What follows belongs to an exercise in optimizing a design on an open flow for a short achievable clock period and few clock cycles; a production flow would make more cautious choices.
In this exercise RTL edits were held to simulation tests only and were not proved equivalent to the original.
No activity file was given, so power comes from the tool's default toggle rates.

==> v26 <==
==> flow/design.v <==
package mipsPkg;
  localparam int WORD_W   = 32;
  localparam int REG_W    = 5;
  localparam int NUM_REGS = 2 ** REG_W;
  typedef logic [WORD_W-1:0] word_t;
  typedef logic [REG_W-1:0]  regAddr_t;
  typedef enum logic [5:0] {
    R_TYPE = 6'b000000,
    J      = 6'b000010,
    BEQ    = 6'b000100,
    ADDI   = 6'b001000,
    LW     = 6'b100011,
    SW     = 6'b101011
  } opcode_e;
  typedef enum logic [5:0] {
    F_ADD = 6'h20,
    F_SUB = 6'h22,
    F_AND = 6'h24,
    F_OR  = 6'h25,
    F_SLT = 6'h2a
  } funct_e;
  typedef enum logic [2:0] {
    ALU_AND = 3'b000,
    ALU_OR  = 3'b001,
    ALU_ADD = 3'b010,
    ALU_SUB = 3'b110,
    ALU_SLT = 3'b111
  } aluOp_e;
  typedef enum logic [1:0] {
    FWD_REG = 2'b00,
    FWD_WB  = 2'b01,
    FWD_MEM = 2'b10
  } fwdSel_e;
  typedef struct packed {
    logic   regWrite;
    logic   memToReg;
    logic   memWrite;
    logic   aluSrc;
    aluOp_e aluOp;
  } exCtrl_t;
  localparam word_t NOP_WORD = '0;
endpackage
`timescale 1ns/1ps
module mipsCore #(
  parameter int IMEM_DEPTH = 64,
  parameter int DMEM_DEPTH = 64
) (
  input  logic              clk,
  input  logic              rst,
  input  logic              instLoad_i,
  input  mipsPkg::word_t    instAddr_i,
  input  mipsPkg::word_t    instData_i,
  output mipsPkg::word_t    memAddr_o,
  output mipsPkg::word_t    memWriteData_o,
  output logic              memWrite_o,
  output mipsPkg::regAddr_t regAddr_o,
  output mipsPkg::word_t    regWriteData_o,
  output logic              regWrite_o
);
  typedef logic [5:0] widx_t;
  logic [31:0] imRaw  [64];
  logic        imJ    [64];
  logic        imB    [64];
  widx_t       imTgt  [64];
  widx_t       imSucc [64];
  logic        imNxNop [64];   
  widx_t       imSucc2 [64];   
  widx_t ldA, ldAm1, ldAm2;
  logic  ldIsJ, ldIsB, ldNop, ldFnOk;
  assign ldA   = instAddr_i[5:0];
  assign ldAm1 = ldA - 6'd1;
  assign ldAm2 = ldA - 6'd2;
  assign ldFnOk = instData_i[5:0] == 6'h20 || instData_i[5:0] == 6'h22 ||
                  instData_i[5:0] == 6'h24 || instData_i[5:0] == 6'h25 ||
                  instData_i[5:0] == 6'h2a;
  always_comb begin
    case (instData_i[31:26])
      6'h00:        ldNop = !ldFnOk || instData_i[15:11] == 5'd0;
      6'h08, 6'h23: ldNop = instData_i[20:16] == 5'd0;
      6'h02, 6'h04, 6'h2b: ldNop = 1'b0;
      default:      ldNop = 1'b1;
    endcase
  end
  assign ldIsJ = instData_i[31:26] == 6'h02;
  assign ldIsB = instData_i[31:26] == 6'h04;
  always_ff @(posedge clk) begin
    if (instLoad_i) begin
      imRaw[ldA]    <= instData_i;
      imJ[ldA]      <= ldIsJ;
      imB[ldA]      <= ldIsB;
      imTgt[ldA]    <= ldIsJ ? instData_i[5:0] : ldA + 6'd1 + instData_i[5:0];
      imSucc[ldAm1] <= ldIsJ ? instData_i[5:0] : ldA;
      imNxNop[ldAm1] <= ldNop;
      imSucc2[ldAm2] <= ldIsJ ? instData_i[5:0] : ldA;
    end
  end
  widx_t pcF;
  logic [1:0] bp [64];
  logic        dValid;
  logic [31:0] dIns;
  widx_t       dPc, dTgt, dSucc;
  logic        dPredT;
  logic        eValid, eWr, eLw, eSw, eBeq, eImm, ePredT;
  logic [4:0]  eDest;
  logic [2:0]  eOp;
  logic [31:0] eRA, eRB, eImmV;
  logic        eFA, eFB;
  widx_t       eIdxR;           
  widx_t       ePc, eTgt, eSucc;
  logic        wWr;
  logic [4:0]  wDest;
  logic [31:0] wRes;
  logic        oRegWr, oMemWr;
  logic [4:0]  oDest;
  logic [31:0] oRes, oAddr, oSd;
  logic        mispE;
  widx_t       redirE;
  logic  fJ, fB, fPredT;
  widx_t fTgt, fSucc, fNext;
  assign fJ     = imJ[pcF];
  assign fB     = imB[pcF];
  assign fTgt   = imTgt[pcF];
  assign fSucc  = imNxNop[pcF] ? imSucc2[pcF] : imSucc[pcF];
  assign fPredT = fB & bp[pcF][1];
  assign fNext  = (fJ | fPredT) ? fTgt : fSucc;
  always_ff @(posedge clk or posedge rst) begin
    if (rst) begin
      pcF    <= '0;
      dValid <= 1'b0;
    end else if (instLoad_i) begin
      pcF    <= '0;
      dValid <= 1'b0;
    end else if (mispE) begin
      pcF    <= redirE;
      dValid <= 1'b0;
    end else begin
      pcF    <= fNext;
      dValid <= !fJ;
    end
  end
  always_ff @(posedge clk) begin
    dIns   <= imRaw[pcF];
    dPc    <= pcF;
    dTgt   <= fTgt;
    dSucc  <= fSucc;
    dPredT <= fPredT;
  end
  logic [31:0] rf [32];
  logic [31:0] rv;
  logic [5:0] op, fn;
  logic [4:0] rs, rt, rd, dDest;
  logic       isR, fnOk, dWrK, dLw, dSw, dBeq, dImm, dWr;
  logic [2:0] dOp;
  logic [31:0] dRA, dRB, dImmV;
  logic [7:0]  dAddrLo;
  assign op = dIns[31:26];
  assign fn = dIns[5:0];
  assign rs = dIns[25:21];
  assign rt = dIns[20:16];
  assign rd = dIns[15:11];
  always_comb begin
    isR = op == 6'h00;
    dOp = mipsPkg::ALU_ADD;
    fnOk = 1'b1;
    case (fn)
      6'h20: dOp = mipsPkg::ALU_ADD;
      6'h22: dOp = mipsPkg::ALU_SUB;
      6'h24: dOp = mipsPkg::ALU_AND;
      6'h25: dOp = mipsPkg::ALU_OR;
      6'h2a: dOp = mipsPkg::ALU_SLT;
      default: fnOk = 1'b0;
    endcase
    if (!isR) dOp = mipsPkg::ALU_ADD;
  end
  assign dLw    = op == 6'h23;
  assign dSw    = op == 6'h2b;
  assign dBeq   = op == 6'h04;
  assign dImm   = op == 6'h08 || dLw || dSw;
  assign dWrK   = (isR && fnOk) || op == 6'h08 || dLw;
  assign dDest  = isR ? rd : rt;
  assign dWr    = dWrK && dDest != 5'd0;
  assign dImmV  = {{16{dIns[15]}}, dIns[15:0]};
  assign dRA = (wWr && wDest == rs) ? wRes : (rv[rs] ? rf[rs] : 32'd0);
  assign dRB = (wWr && wDest == rt) ? wRes : (rv[rt] ? rf[rt] : 32'd0);
  assign dAddrLo = dRA[7:0] + dIns[7:0];
  always_ff @(posedge clk or posedge rst) begin
    if (rst) begin
      eValid <= 1'b0;
    end else begin
      eValid <= dValid && !mispE && !instLoad_i;
    end
  end
  always_ff @(posedge clk) begin
    eWr   <= dWr;
    eLw   <= dLw;
    eSw   <= dSw;
    eBeq  <= dBeq;
    eImm  <= dImm;
    eOp   <= dOp;
    eDest <= dDest;
    eRA   <= dRA;
    eRB   <= dRB;
    eImmV <= dImmV;
    eIdxR <= dAddrLo[7:2];
    eFA   <= eValid && eWr && eDest == rs;
    eFB   <= eValid && eWr && eDest == rt;
    ePc   <= dPc;
    eTgt  <= dTgt;
    eSucc <= dSucc;
    ePredT <= dPredT;
  end
  logic [31:0] srcA, srcB, valB, aluOut, res;
  logic [7:0]  fwdAddrLo;
  logic        taken;
  assign srcA = eFA ? wRes : eRA;
  assign valB = eFB ? wRes : eRB;
  assign srcB = eImm ? eImmV : valB;
  always_comb begin
    case (eOp)
      mipsPkg::ALU_AND: aluOut = srcA & srcB;
      mipsPkg::ALU_OR:  aluOut = srcA | srcB;
      mipsPkg::ALU_SUB: aluOut = srcA - srcB;
      mipsPkg::ALU_SLT: aluOut = {31'd0, $signed(srcA) < $signed(srcB)};
      default:          aluOut = srcA + srcB;
    endcase
  end
  assign taken  = srcA == valB;
  assign mispE  = eValid && eBeq && (taken != ePredT);
  assign redirE = taken ? eTgt : eSucc;
  always_ff @(posedge clk or posedge rst) begin
    if (rst) begin
      for (int i = 0; i < 64; i++) bp[i] <= 2'b01;
    end else if (eValid && eBeq) begin
      if (taken && bp[ePc] != 2'b11) bp[ePc] <= bp[ePc] + 2'd1;
      else if (!taken && bp[ePc] != 2'b00) bp[ePc] <= bp[ePc] - 2'd1;
    end
  end
  logic [31:0] dm [64];
  logic [63:0] dv;
  widx_t       eIdx;
  logic [31:0] eRd;
  assign fwdAddrLo = wRes[7:0] + eImmV[7:0];
  assign eIdx = eFA ? fwdAddrLo[7:2] : eIdxR;
  assign eRd  = dv[eIdx] ? dm[eIdx] : 32'd0;
  assign res  = eLw ? eRd : aluOut;
  always_ff @(posedge clk) begin
    if (eValid && eSw) dm[eIdx] <= valB;
  end
  always_ff @(posedge clk or posedge rst) begin
    if (rst) dv <= '0;
    else if (eValid && eSw) dv[eIdx] <= 1'b1;
  end
  always_ff @(posedge clk or posedge rst) begin
    if (rst) begin
      wWr    <= 1'b0;
      oRegWr <= 1'b0;
      oMemWr <= 1'b0;
    end else begin
      wWr    <= eValid && eWr;
      oRegWr <= eValid && eWr;
      oMemWr <= eValid && eSw;
    end
  end
  always_ff @(posedge clk) begin
    wDest <= eDest;
    wRes  <= res;
    if (eValid && eWr) begin
      oDest <= eDest;
      oRes  <= res;
    end
    if (eValid && eSw) begin
      oAddr <= aluOut;
      oSd   <= valB;
    end
  end
  always_ff @(posedge clk) begin
    if (wWr) rf[wDest] <= wRes;
  end
  always_ff @(posedge clk or posedge rst) begin
    if (rst) rv <= '0;
    else if (wWr) rv[wDest] <= 1'b1;
  end
  assign memWrite_o     = oMemWr;
  assign memAddr_o      = oAddr;
  assign memWriteData_o = oSd;
  assign regWrite_o     = oRegWr;
  assign regAddr_o      = oDest;
  assign regWriteData_o = oRes;
endmodule
==> flow/run.sh <==
#!/bin/bash
# synth_recipe.tcl (not shown) runs the flow's synth.tcl, then flattens the netlist and writes it again
# the make line also repeats each setting of config.mk as NAME=value (left out here)
make -C /OpenROAD-flow-scripts/flow DESIGN_CONFIG=/design/flow/config.mk WORK_HOME=/design/flow/orfs CLKGATE_MAP_FILE= SYNTH_SCRIPT=/design/flow/synth_recipe.tcl finish
==> flow/config.mk <==
export PLATFORM = sky130hd
export DESIGN_NAME = mipsCore
export DESIGN_NICKNAME = mipsCore
export VERILOG_FILES = /design/flow/design.v
export SDC_FILE = /design/flow/constraint.sdc
export NUM_CORES = 4
export LEC_CHECK = 0
export ABC_CLOCK_PERIOD_IN_PS = 3000
export CAP_MARGIN = 20
export CELL_PAD_IN_SITES_DETAIL_PLACEMENT = 1
export CELL_PAD_IN_SITES_GLOBAL_PLACEMENT = 2
export CORE_MARGIN = 2
export CORE_UTILIZATION = 28
export GPL_ROUTABILITY_DRIVEN = 1
export PLACE_DENSITY = 0.5
export SETUP_SLACK_MARGIN = 4.0
export SLEW_MARGIN = 20
export TNS_END_PERCENT = 100
==> flow/constraint.sdc <==
create_clock -name core_clock -period 7.5 [get_ports {clk}]
set_input_delay 1.5000 -clock core_clock [delete_from_list [all_inputs] [get_ports {clk}]]
set_output_delay 1.5000 -clock core_clock [all_outputs]
set_load 0.01 [all_outputs]
==> v20: changes against v26 <==
==> flow/design.v, changed modules only <==
module mipsCore #(
  parameter int IMEM_DEPTH = 64,
  parameter int DMEM_DEPTH = 64
) (
  input  logic              clk,
  input  logic              rst,
  input  logic              instLoad_i,
  input  mipsPkg::word_t    instAddr_i,
  input  mipsPkg::word_t    instData_i,
  output mipsPkg::word_t    memAddr_o,
  output mipsPkg::word_t    memWriteData_o,
  output logic              memWrite_o,
  output mipsPkg::regAddr_t regAddr_o,
  output mipsPkg::word_t    regWriteData_o,
  output logic              regWrite_o
);
  typedef logic [5:0] widx_t;
  logic [31:0] imRaw  [64];
  logic        imJ    [64];
  logic        imB    [64];
  widx_t       imTgt  [64];
  widx_t       imSucc [64];
  widx_t ldA, ldAm1;
  logic  ldIsJ, ldIsB;
  assign ldA   = instAddr_i[5:0];
  assign ldAm1 = ldA - 6'd1;
  assign ldIsJ = instData_i[31:26] == 6'h02;
  assign ldIsB = instData_i[31:26] == 6'h04;
  always_ff @(posedge clk) begin
    if (instLoad_i) begin
      imRaw[ldA]    <= instData_i;
      imJ[ldA]      <= ldIsJ;
      imB[ldA]      <= ldIsB;
      imTgt[ldA]    <= ldIsJ ? instData_i[5:0] : ldA + 6'd1 + instData_i[5:0];
      imSucc[ldAm1] <= ldIsJ ? instData_i[5:0] : ldA;
    end
  end
  widx_t pcF;
  logic [1:0] bp [64];
  logic        dValid;
  logic [31:0] dIns;
  widx_t       dPc, dTgt, dSucc;
  logic        dPredT;
  logic        eValid, eWr, eLw, eSw, eBeq, eImm, ePredT;
  logic [4:0]  eDest;
  logic [2:0]  eOp;
  logic [31:0] eRA, eRB, eImmV;
  logic        eFAM, eFAW, eFBM, eFBW;
  widx_t       ePc, eTgt, eSucc;
  logic        mWr, mLw, mSw;
  logic [4:0]  mDest;
  logic [31:0] mAlu, mSd;
  logic        wWr;
  logic [4:0]  wDest;
  logic [31:0] wRes;
  logic        stallD, mispE;
  widx_t       redirE;
  logic  fJ, fB, fPredT;
  widx_t fTgt, fSucc, fNext;
  assign fJ     = imJ[pcF];
  assign fB     = imB[pcF];
  assign fTgt   = imTgt[pcF];
  assign fSucc  = imSucc[pcF];
  assign fPredT = fB & bp[pcF][1];
  assign fNext  = (fJ | fPredT) ? fTgt : fSucc;
  always_ff @(posedge clk or posedge rst) begin
    if (rst) begin
      pcF    <= '0;
      dValid <= 1'b0;
    end else if (instLoad_i) begin
      pcF    <= '0;
      dValid <= 1'b0;
    end else if (mispE) begin
      pcF    <= redirE;
      dValid <= 1'b0;
    end else if (!stallD) begin
      pcF    <= fNext;
      dValid <= !fJ;
    end
  end
  always_ff @(posedge clk) begin
    if (!stallD) begin
      dIns   <= imRaw[pcF];
      dPc    <= pcF;
      dTgt   <= fTgt;
      dSucc  <= fSucc;
      dPredT <= fPredT;
    end
  end
  logic [31:0] rf [32];
  logic [31:0] rv;
  logic [5:0] op, fn;
  logic [4:0] rs, rt, rd, dDest;
  logic       isR, fnOk, dWrK, dUseRs, dUseRt, dLw, dSw, dBeq, dImm, dWr;
  logic [2:0] dOp;
  logic [31:0] dRA, dRB;
  assign op = dIns[31:26];
  assign fn = dIns[5:0];
  assign rs = dIns[25:21];
  assign rt = dIns[20:16];
  assign rd = dIns[15:11];
  always_comb begin
    isR = op == 6'h00;
    dOp = mipsPkg::ALU_ADD;
    fnOk = 1'b1;
    case (fn)
      6'h20: dOp = mipsPkg::ALU_ADD;
      6'h22: dOp = mipsPkg::ALU_SUB;
      6'h24: dOp = mipsPkg::ALU_AND;
      6'h25: dOp = mipsPkg::ALU_OR;
      6'h2a: dOp = mipsPkg::ALU_SLT;
      default: fnOk = 1'b0;
    endcase
    if (!isR) dOp = mipsPkg::ALU_ADD;
  end
  assign dLw    = op == 6'h23;
  assign dSw    = op == 6'h2b;
  assign dBeq   = op == 6'h04;
  assign dImm   = op == 6'h08 || dLw || dSw;
  assign dWrK   = (isR && fnOk) || op == 6'h08 || dLw;
  assign dDest  = isR ? rd : rt;
  assign dWr    = dWrK && dDest != 5'd0;
  assign dUseRs = (isR && fnOk) || dImm || dBeq;
  assign dUseRt = (isR && fnOk) || dSw || dBeq;
  assign dRA = (wWr && wDest == rs) ? wRes : (rv[rs] ? rf[rs] : 32'd0);
  assign dRB = (wWr && wDest == rt) ? wRes : (rv[rt] ? rf[rt] : 32'd0);
  assign stallD = dValid && eValid && eLw && eWr &&
                  ((dUseRs && eDest == rs) || (dUseRt && eDest == rt));
  always_ff @(posedge clk or posedge rst) begin
    if (rst) begin
      eValid <= 1'b0;
    end else begin
      eValid <= dValid && !stallD && !mispE && !instLoad_i;
    end
  end
  always_ff @(posedge clk) begin
    eWr   <= dWr;
    eLw   <= dLw;
    eSw   <= dSw;
    eBeq  <= dBeq;
    eImm  <= dImm;
    eOp   <= dOp;
    eDest <= dDest;
    eRA   <= dRA;
    eRB   <= dRB;
    eImmV <= {{16{dIns[15]}}, dIns[15:0]};
    eFAM  <= eValid && eWr && eDest == rs;
    eFAW  <= mWr && mDest == rs;
    eFBM  <= eValid && eWr && eDest == rt;
    eFBW  <= mWr && mDest == rt;
    ePc   <= dPc;
    eTgt  <= dTgt;
    eSucc <= dSucc;
    ePredT <= dPredT;
  end
  logic [31:0] srcA, srcB, valB, aluOut;
  logic        taken;
  assign srcA = eFAM ? mAlu : eFAW ? wRes : eRA;
  assign valB = eFBM ? mAlu : eFBW ? wRes : eRB;
  assign srcB = eImm ? eImmV : valB;
  always_comb begin
    case (eOp)
      mipsPkg::ALU_AND: aluOut = srcA & srcB;
      mipsPkg::ALU_OR:  aluOut = srcA | srcB;
      mipsPkg::ALU_SUB: aluOut = srcA - srcB;
      mipsPkg::ALU_SLT: aluOut = {31'd0, $signed(srcA) < $signed(srcB)};
      default:          aluOut = srcA + srcB;
    endcase
  end
  assign taken  = srcA == valB;
  assign mispE  = eValid && eBeq && (taken != ePredT);
  assign redirE = taken ? eTgt : eSucc;
  always_ff @(posedge clk or posedge rst) begin
    if (rst) begin
      for (int i = 0; i < 64; i++) bp[i] <= 2'b01;
    end else if (eValid && eBeq) begin
      if (taken && bp[ePc] != 2'b11) bp[ePc] <= bp[ePc] + 2'd1;
      else if (!taken && bp[ePc] != 2'b00) bp[ePc] <= bp[ePc] - 2'd1;
    end
  end
  always_ff @(posedge clk or posedge rst) begin
    if (rst) begin
      mWr <= 1'b0;
      mLw <= 1'b0;
      mSw <= 1'b0;
    end else begin
      mWr <= eValid && eWr;
      mLw <= eValid && eLw;
      mSw <= eValid && eSw;
    end
  end
  always_ff @(posedge clk) begin
    mDest <= eDest;
    mAlu  <= aluOut;
    mSd   <= valB;
  end
  logic [31:0] dm [64];
  logic [63:0] dv;
  widx_t       mIdx;
  logic [31:0] mRd;
  assign mIdx = mAlu[7:2];
  assign mRd  = dv[mIdx] ? dm[mIdx] : 32'd0;
  always_ff @(posedge clk) begin
    if (mSw) dm[mIdx] <= mSd;
  end
  always_ff @(posedge clk or posedge rst) begin
    if (rst) dv <= '0;
    else if (mSw) dv[mIdx] <= 1'b1;
  end
  always_ff @(posedge clk or posedge rst) begin
    if (rst) wWr <= 1'b0;
    else     wWr <= mWr;
  end
  always_ff @(posedge clk) begin
    wDest <= mDest;
    wRes  <= mLw ? mRd : mAlu;
  end
  always_ff @(posedge clk) begin
    if (wWr) rf[wDest] <= wRes;
  end
  always_ff @(posedge clk or posedge rst) begin
    if (rst) rv <= '0;
    else if (wWr) rv[wDest] <= 1'b1;
  end
  assign memWrite_o     = mSw;
  assign memAddr_o      = mAlu;
  assign memWriteData_o = mSd;
  assign regWrite_o     = wWr;
  assign regAddr_o      = wDest;
  assign regWriteData_o = wRes;
endmodule
Settings changed: ABC_CLOCK_PERIOD_IN_PS 3000 to default, SETUP_SLACK_MARGIN 4.0 to default, TNS_END_PERCENT 100 to default.
==> v23: changes against v26 <==
==> flow/design.v, changed modules only <==
module mipsCore #(
  parameter int IMEM_DEPTH = 64,
  parameter int DMEM_DEPTH = 64
) (
  input  logic              clk,
  input  logic              rst,
  input  logic              instLoad_i,
  input  mipsPkg::word_t    instAddr_i,
  input  mipsPkg::word_t    instData_i,
  output mipsPkg::word_t    memAddr_o,
  output mipsPkg::word_t    memWriteData_o,
  output logic              memWrite_o,
  output mipsPkg::regAddr_t regAddr_o,
  output mipsPkg::word_t    regWriteData_o,
  output logic              regWrite_o
);
  typedef logic [5:0] widx_t;
  logic [31:0] imRaw  [64];
  logic        imJ    [64];
  logic        imB    [64];
  widx_t       imTgt  [64];
  widx_t       imSucc [64];
  logic        imNxNop [64];   
  widx_t       imSucc2 [64];   
  widx_t ldA, ldAm1, ldAm2;
  logic  ldIsJ, ldIsB, ldNop, ldFnOk;
  assign ldA   = instAddr_i[5:0];
  assign ldAm1 = ldA - 6'd1;
  assign ldAm2 = ldA - 6'd2;
  assign ldFnOk = instData_i[5:0] == 6'h20 || instData_i[5:0] == 6'h22 ||
                  instData_i[5:0] == 6'h24 || instData_i[5:0] == 6'h25 ||
                  instData_i[5:0] == 6'h2a;
  always_comb begin
    case (instData_i[31:26])
      6'h00:        ldNop = !ldFnOk || instData_i[15:11] == 5'd0;
      6'h08, 6'h23: ldNop = instData_i[20:16] == 5'd0;
      6'h02, 6'h04, 6'h2b: ldNop = 1'b0;
      default:      ldNop = 1'b1;
    endcase
  end
  assign ldIsJ = instData_i[31:26] == 6'h02;
  assign ldIsB = instData_i[31:26] == 6'h04;
  always_ff @(posedge clk) begin
    if (instLoad_i) begin
      imRaw[ldA]    <= instData_i;
      imJ[ldA]      <= ldIsJ;
      imB[ldA]      <= ldIsB;
      imTgt[ldA]    <= ldIsJ ? instData_i[5:0] : ldA + 6'd1 + instData_i[5:0];
      imSucc[ldAm1] <= ldIsJ ? instData_i[5:0] : ldA;
      imNxNop[ldAm1] <= ldNop;
      imSucc2[ldAm2] <= ldIsJ ? instData_i[5:0] : ldA;
    end
  end
  widx_t pcF;
  logic [1:0] bp [64];
  logic        dValid;
  logic [31:0] dIns;
  widx_t       dPc, dTgt, dSucc;
  logic        dPredT;
  logic        eValid, eWr, eLw, eSw, eBeq, eImm, ePredT;
  logic [4:0]  eDest;
  logic [2:0]  eOp;
  logic [31:0] eRA, eRB, eImmV;
  logic        eFAM, eFAW, eFBM, eFBW;
  widx_t       ePc, eTgt, eSucc;
  logic        mWr, mLw, mSw;
  logic [4:0]  mDest;
  logic [31:0] mAlu, mSd;
  logic        wWr;
  logic [4:0]  wDest;
  logic [31:0] wRes;
  logic        stallD, mispE;
  widx_t       redirE;
  logic  fJ, fB, fPredT;
  widx_t fTgt, fSucc, fNext;
  assign fJ     = imJ[pcF];
  assign fB     = imB[pcF];
  assign fTgt   = imTgt[pcF];
  assign fSucc  = imNxNop[pcF] ? imSucc2[pcF] : imSucc[pcF];
  assign fPredT = fB & bp[pcF][1];
  assign fNext  = (fJ | fPredT) ? fTgt : fSucc;
  always_ff @(posedge clk or posedge rst) begin
    if (rst) begin
      pcF    <= '0;
      dValid <= 1'b0;
    end else if (instLoad_i) begin
      pcF    <= '0;
      dValid <= 1'b0;
    end else if (mispE) begin
      pcF    <= redirE;
      dValid <= 1'b0;
    end else if (!stallD) begin
      pcF    <= fNext;
      dValid <= !fJ;
    end
  end
  always_ff @(posedge clk) begin
    if (!stallD) begin
      dIns   <= imRaw[pcF];
      dPc    <= pcF;
      dTgt   <= fTgt;
      dSucc  <= fSucc;
      dPredT <= fPredT;
    end
  end
  logic [31:0] rf [32];
  logic [31:0] rv;
  logic [5:0] op, fn;
  logic [4:0] rs, rt, rd, dDest;
  logic       isR, fnOk, dWrK, dUseRs, dUseRt, dLw, dSw, dBeq, dImm, dWr;
  logic [2:0] dOp;
  logic [31:0] dRA, dRB;
  assign op = dIns[31:26];
  assign fn = dIns[5:0];
  assign rs = dIns[25:21];
  assign rt = dIns[20:16];
  assign rd = dIns[15:11];
  always_comb begin
    isR = op == 6'h00;
    dOp = mipsPkg::ALU_ADD;
    fnOk = 1'b1;
    case (fn)
      6'h20: dOp = mipsPkg::ALU_ADD;
      6'h22: dOp = mipsPkg::ALU_SUB;
      6'h24: dOp = mipsPkg::ALU_AND;
      6'h25: dOp = mipsPkg::ALU_OR;
      6'h2a: dOp = mipsPkg::ALU_SLT;
      default: fnOk = 1'b0;
    endcase
    if (!isR) dOp = mipsPkg::ALU_ADD;
  end
  assign dLw    = op == 6'h23;
  assign dSw    = op == 6'h2b;
  assign dBeq   = op == 6'h04;
  assign dImm   = op == 6'h08 || dLw || dSw;
  assign dWrK   = (isR && fnOk) || op == 6'h08 || dLw;
  assign dDest  = isR ? rd : rt;
  assign dWr    = dWrK && dDest != 5'd0;
  assign dUseRs = (isR && fnOk) || dImm || dBeq;
  assign dUseRt = (isR && fnOk) || dSw || dBeq;
  assign dRA = (wWr && wDest == rs) ? wRes : (rv[rs] ? rf[rs] : 32'd0);
  assign dRB = (wWr && wDest == rt) ? wRes : (rv[rt] ? rf[rt] : 32'd0);
  assign stallD = dValid && eValid && eLw && eWr &&
                  ((dUseRs && eDest == rs) || (dUseRt && eDest == rt));
  always_ff @(posedge clk or posedge rst) begin
    if (rst) begin
      eValid <= 1'b0;
    end else begin
      eValid <= dValid && !stallD && !mispE && !instLoad_i;
    end
  end
  always_ff @(posedge clk) begin
    eWr   <= dWr;
    eLw   <= dLw;
    eSw   <= dSw;
    eBeq  <= dBeq;
    eImm  <= dImm;
    eOp   <= dOp;
    eDest <= dDest;
    eRA   <= dRA;
    eRB   <= dRB;
    eImmV <= {{16{dIns[15]}}, dIns[15:0]};
    eFAM  <= eValid && eWr && eDest == rs;
    eFAW  <= mWr && mDest == rs;
    eFBM  <= eValid && eWr && eDest == rt;
    eFBW  <= mWr && mDest == rt;
    ePc   <= dPc;
    eTgt  <= dTgt;
    eSucc <= dSucc;
    ePredT <= dPredT;
  end
  logic [31:0] srcA, srcB, valB, aluOut;
  logic        taken;
  assign srcA = eFAM ? mAlu : eFAW ? wRes : eRA;
  assign valB = eFBM ? mAlu : eFBW ? wRes : eRB;
  assign srcB = eImm ? eImmV : valB;
  always_comb begin
    case (eOp)
      mipsPkg::ALU_AND: aluOut = srcA & srcB;
      mipsPkg::ALU_OR:  aluOut = srcA | srcB;
      mipsPkg::ALU_SUB: aluOut = srcA - srcB;
      mipsPkg::ALU_SLT: aluOut = {31'd0, $signed(srcA) < $signed(srcB)};
      default:          aluOut = srcA + srcB;
    endcase
  end
  assign taken  = srcA == valB;
  assign mispE  = eValid && eBeq && (taken != ePredT);
  assign redirE = taken ? eTgt : eSucc;
  always_ff @(posedge clk or posedge rst) begin
    if (rst) begin
      for (int i = 0; i < 64; i++) bp[i] <= 2'b01;
    end else if (eValid && eBeq) begin
      if (taken && bp[ePc] != 2'b11) bp[ePc] <= bp[ePc] + 2'd1;
      else if (!taken && bp[ePc] != 2'b00) bp[ePc] <= bp[ePc] - 2'd1;
    end
  end
  always_ff @(posedge clk or posedge rst) begin
    if (rst) begin
      mWr <= 1'b0;
      mLw <= 1'b0;
      mSw <= 1'b0;
    end else begin
      mWr <= eValid && eWr;
      mLw <= eValid && eLw;
      mSw <= eValid && eSw;
    end
  end
  always_ff @(posedge clk) begin
    mDest <= eDest;
    mAlu  <= aluOut;
    mSd   <= valB;
  end
  logic [31:0] dm [64];
  logic [63:0] dv;
  widx_t       mIdx;
  logic [31:0] mRd;
  assign mIdx = mAlu[7:2];
  assign mRd  = dv[mIdx] ? dm[mIdx] : 32'd0;
  always_ff @(posedge clk) begin
    if (mSw) dm[mIdx] <= mSd;
  end
  always_ff @(posedge clk or posedge rst) begin
    if (rst) dv <= '0;
    else if (mSw) dv[mIdx] <= 1'b1;
  end
  always_ff @(posedge clk or posedge rst) begin
    if (rst) wWr <= 1'b0;
    else     wWr <= mWr;
  end
  always_ff @(posedge clk) begin
    wDest <= mDest;
    wRes  <= mLw ? mRd : mAlu;
  end
  always_ff @(posedge clk) begin
    if (wWr) rf[wDest] <= wRes;
  end
  always_ff @(posedge clk or posedge rst) begin
    if (rst) rv <= '0;
    else if (wWr) rv[wDest] <= 1'b1;
  end
  assign memWrite_o     = mSw;
  assign memAddr_o      = mAlu;
  assign memWriteData_o = mSd;
  assign regWrite_o     = wWr;
  assign regAddr_o      = wDest;
  assign regWriteData_o = wRes;
endmodule
==> comparison table <==
item                                                 v26         v20         v23
Multi-input gate share of total cell area          23.4%       21.5%       21.9%
Effective utilization at floorplan                 28.1%       28.1%       28.0%
First-pass GRT wire length                    1460000 um  1240000 um  1380000 um
Sequential area share after synthesis              72.7%       73.9%       74.1%
Leak Pwr                                          112 nW     96.2 nW      108 nW
Layout clock buffer count                           1025         988        1025
Vias in the first global route                    165000      147000      157000
Synth-to-Final Area Change                         24.6%       16.7%       21.6%
Start of the worst register-to-register path     wRes[2]        eFAW        eFAW
ClkCell Share                                      6.91%       7.64%       7.36%
CP max FO                                              6          28           7
Number of vias in the routed layout               160000      138000      150000
Run status              no timing/DRC/antenna violations  no timing/DRC/antenna violations  no timing/DRC/antenna violations
Multi-Input Combinational                           7227        5640        5730
Testbench counts of v26, summed over its fixed seeds: cycles 11,624.
Testbench counts of v20, summed over its fixed seeds: cycles 12,622.
Testbench counts of v23, summed over its fixed seeds: cycles 12,217.

==> re-timing with driven ports <==
How much do the figures lean on ideal ports? The routed layouts below were timed once more, with nothing changed but the port constraints.
Step 1 sets driving cells, clkbuf_16 on the clock port and buf_2 on the other inputs (assumed; they add their load-dependent delay and slew).
Step 2 also shifts input and output timing later by t, the mid clock arrival at the registers, as if the neighbouring blocks saw the same clock.
Three values: ideal ports, drivers, drivers and shift; two values: the first two.
run	shift t [ns]	setup WS [ns]	worst setup path at the end	slew at the worst register clock pin (ns)
v26	1.285	3.283 / 3.283 / 2.773	input to register	0.08 / 0.08
v20	1.199	2.198 / 2.198 / 1.689	input to register	0.07 / 0.07
v23	1.243	3.326 / 3.326 / 2.688	input to register	0.07 / 0.07
After both steps setup and hold are still met in every run listed. The setup slack of v23, which loses most, moves by 0.000 ns with the drivers and by -0.638 ns with both steps.
